This is an optimization exercise on Yosys and OpenROAD, whose aim is small area, a short achievable clock period and few clock cycles, not a production implementation. Only simulation tests tie the RTL to the original design; equivalence was not proved.

Design approx_mac_top, start of the top module:
module approx_mac_top (
    input  wire                         clk,
    input  wire                         arst_n,
    input  wire [33:0]                  cmd,     
    input  wire                         cmd_valid,
    output logic                        cmd_ready,
    output logic [151:0]                result,  
    output logic                        result_valid,
    input  wire                         result_ready
);
Size in the first run: roughly 2200 cells after synthesis, about 22000 µm² of cells after synthesis.
Settings: LEC_CHECK=0, CAP_MARGIN=20, CORE_MARGIN=2, CORE_UTILIZATION=70, CTS_BUF_LIST=sky130_fd_sc_hd__clkbuf_8, CTS_CLUSTER_DIAMETER=60, CTS_CLUSTER_SIZE=16, SETUP_SLACK_MARGIN=5, SLEW_MARGIN=20, SYNTH_HIERARCHICAL=1; clock period 9.0 ns.
standard.sh (not shown) runs the stock make flow with config.mk's settings and CLKGATE_MAP_FILE= SYNTH_SCRIPT=/design/flow/synth_recipe.tcl, a recipe that flattens the netlist after the stock synthesis.
==> flow/flow/run.sh <==
#!/bin/bash
# The standard layout (the standard.sh, all ORFS steps unchanged), except that the
# port buffers buffer_ports inserts are sky130_fd_sc_hd__buf_1 cells instead of the
# delay buffers it picks by default. Every input and output port still gets a buffer.
set -euo pipefail
export BUFFER_PORTS_ARGS="-buffer_cell sky130_fd_sc_hd__buf_1"
bash standard.sh > standard_flow.log 2>&1
The starting point completed without violations.
Testbench counts at the start, summed over its fixed seeds: cycles 8,168.
Rerun with:
--- a/flow/config.mk
+++ b/flow/config.mk
@@ -7,0 +8 @@
+export ABC_AREA = 1
@@ -10 +11 @@
-export CORE_UTILIZATION = 70
+export CORE_UTILIZATION = 60
Clock-buffer cell count is higher by 3.
Hold slack got worse by 0.013 ns.
Wire length increases by roughly a tenth.
Setup slack gains 0.075 ns.
Global-route usage falls by 3.1 points.
Cell count rises by a quarter to a third.
Final area came out higher by a few percent.
Die area grows by about a fifth.

---

run A:
approx_mac_top, a different RTL version from the one above (not shown whole).
For scale: ~2200 cells after synthesis, about 190 I/O pins, ~22000 um2 of cells after synthesis.
Settings: LEC_CHECK=0, CAP_MARGIN=20, CORE_MARGIN=2, CORE_UTILIZATION=40, CTS_BUF_LIST=sky130_fd_sc_hd__clkbuf_8, CTS_CLUSTER_DIAMETER=60, CTS_CLUSTER_SIZE=20, SETUP_SLACK_MARGIN=5, SLEW_MARGIN=20, SYNTH_HIERARCHICAL=1; clock period 9.0 ns.
run.sh (not shown) runs the stock make flow with config.mk's settings and CLKGATE_MAP_FILE= SYNTH_SCRIPT=/design/flow/synth_recipe.tcl, a recipe that flattens the netlist after the stock synthesis.
Stock flow here: none of the scripts above is used.
Testbench counts of run A, summed over its fixed seeds: cycles 8,399.
Inputs modified between run A and run B:
Settings: CORE_UTILIZATION: 40 -> 60; CTS_CLUSTER_SIZE: 20 -> 16.
==> flow/flow/run.sh (new file) <==
#!/bin/bash
# The standard layout (the standard.sh, all ORFS steps unchanged), except that:
# - the port buffers buffer_ports inserts are sky130_fd_sc_hd__buf_1 cells instead of the
#   delay buffers it picks by default (every input and output port still gets a buffer);
set -euo pipefail
export BUFFER_PORTS_ARGS="-buffer_cell sky130_fd_sc_hd__buf_1"
bash standard.sh SETUP_SLACK_MARGIN=6.5 finish > standard_flow.log 2>&1
==> flow/standard.sh (new file) <==
#!/bin/bash
# synth_recipe.tcl (not shown) runs the flow's synth.tcl, then flattens the netlist and writes it again
# the make line also repeats each setting of config.mk as NAME=value (left out here)
make -C /OpenROAD-flow-scripts/flow DESIGN_CONFIG=/design/flow/config.mk WORK_HOME=/design/flow/orfs CLKGATE_MAP_FILE= SYNTH_SCRIPT=/design/flow/synth_recipe.tcl "${@:-finish}"
removed: flow/run.sh
==> notes.md <==
- Transition time of the tightest slew-check pin: run B vs run A down 140 ps
- Going from run A to run B, the clock buffer and inverter area fraction after layout was found to have gone down by 0.69 points.
- [compare] base=run A new=run B: worst path setup slack after routing shrank by 31 ps; multi-input gate area in the final layout +about 15%; stage delay of the slowest cell on the critical path now sits lower; period utilization has increased.
Relative to run B, the following input files were edited for run C:
Settings: a deleted CTS_CLUSTER_DIAMETER that had been 60; a deleted CTS_BUF_LIST that had been sky130_fd_sc_hd__clkbuf_8; a deleted CTS_CLUSTER_SIZE that had been 16.
==> flow/run.sh (new file) <==
#!/bin/bash
# synth_recipe.tcl (not shown) runs the flow's synth.tcl, then flattens the netlist and writes it again
# the make line also repeats each setting of config.mk as NAME=value (left out here)
make -C /OpenROAD-flow-scripts/flow DESIGN_CONFIG=/design/flow/config.mk WORK_HOME=/design/flow/orfs CLKGATE_MAP_FILE= SYNTH_SCRIPT=/design/flow/synth_recipe.tcl finish
removed: flow/flow/run.sh
removed: flow/standard.sh
Results
- Every stage of the flow completed for run C, and the final layout passed the timing, DRC and antenna checks.
- For run C, the startpoint of the most critical setup path was a_op[0]$_DFFE_PP_, unlike run B, where it was er_q[6]$_DFF_P_.
- Run B → run C: fraction of area in multi-input gates +1.0 points, setup slack of the most critical reg-to-reg path +20 ps, multiplexer fraction of the synthesized cell area ~0 delta.
- The lower final clock period utilization by the worst path of run C and run B is in run C.
- The standard cells in run C occupy less silicon area than those in run B do.
Edits applied to the flow inputs when going from run C to run D:
Settings: CTS_BUF_LIST newly set to sky130_fd_sc_hd__clkbuf_8; CTS_CLUSTER_SIZE newly set to 16; CTS_CLUSTER_DIAMETER newly set to 60; CORE_UTILIZATION changed from 60 to 75.
==> flow/flow/run.sh (new file) <==
#!/bin/bash
# The standard layout (the standard.sh, all ORFS steps unchanged), except that the
# port buffers buffer_ports inserts are sky130_fd_sc_hd__buf_1 cells instead of the
# delay buffers it picks by default. Every input and output port still gets a buffer.
set -euo pipefail
export BUFFER_PORTS_ARGS="-buffer_cell sky130_fd_sc_hd__buf_1"
bash standard.sh > standard_flow.log 2>&1
==> flow/standard.sh (new file) <==
#!/bin/bash
# synth_recipe.tcl (not shown) runs the flow's synth.tcl, then flattens the netlist and writes it again
# the make line also repeats each setting of config.mk as NAME=value (left out here)
make -C /OpenROAD-flow-scripts/flow DESIGN_CONFIG=/design/flow/config.mk WORK_HOME=/design/flow/orfs CLKGATE_MAP_FILE= SYNTH_SCRIPT=/design/flow/synth_recipe.tcl "${@:-finish}"
removed: flow/run.sh
### Flow results
- Compare run C and run D | clock-buffer cell count lower: run D
- Run D: full flow OK, the timing, DRC and antenna checks passed
- Summary of run D over run C: multi-input logic portion of the cell area picked up an extra 3.8 points; global routing usage on met1 picked up an extra 7.7 points.
- In the tables for run C and run D, sequential cell area share reads lower with run C.
- Run comparison: run C slowest cell on the critical path sky130_fd_sc_hd__edfxtp_1; run D slowest cell on the critical path sky130_fd_sc_hd__fa_1
- Comparing run C against run D, there is no change at all in overflow left after global routing.

-- static timing again, ports no longer ideal --
The flow's constraints put no driver on any port. The routed layouts listed below were extracted and timed again, unchanged, in two steps.
Step 1 assumes that a clkbuf_16 drives the clock port and a buf_2 every other input.
Step 2 moves the port delays by t, midway between the first and last clock arrival at a register: inputs arrive t later, outputs are due t later. That takes back most of the time a late clock gives input paths.
a / b / c = ideal ports / drivers / drivers and shift; a / b = the first two.
run	t (ns)	slack for setup (ns)	hold WS [ns]	worst setup path after step 2	latest minus earliest clock arrival (ns)
the first run of note 1	0.683	4.995 / 4.995 / 4.995	0.493 / 0.493 / 0.493	register to register	0.031 / 0.030
the second run of note 1	0.703	5.069 / 5.069 / 5.069	0.480 / 0.480 / 0.480	register to register	0.070 / 0.070
run A	0.736	5.040 / 5.040 / 5.040	0.518 / 0.518 / 0.518	register to register	0.045 / 0.045
run B	0.698	5.009 / 5.009 / 5.009	0.553 / 0.553 / 0.553	register to register	0.028 / 0.028
run C	0.631	5.026 / 5.026 / 5.026	0.510 / 0.510 / 0.510	register to register	0.014 / 0.014
run D	0.649	5.000 / 5.000 / 5.000	0.514 / 0.514 / 0.514	register to register	0.029 / 0.029
After both steps every run listed still meets setup and hold.
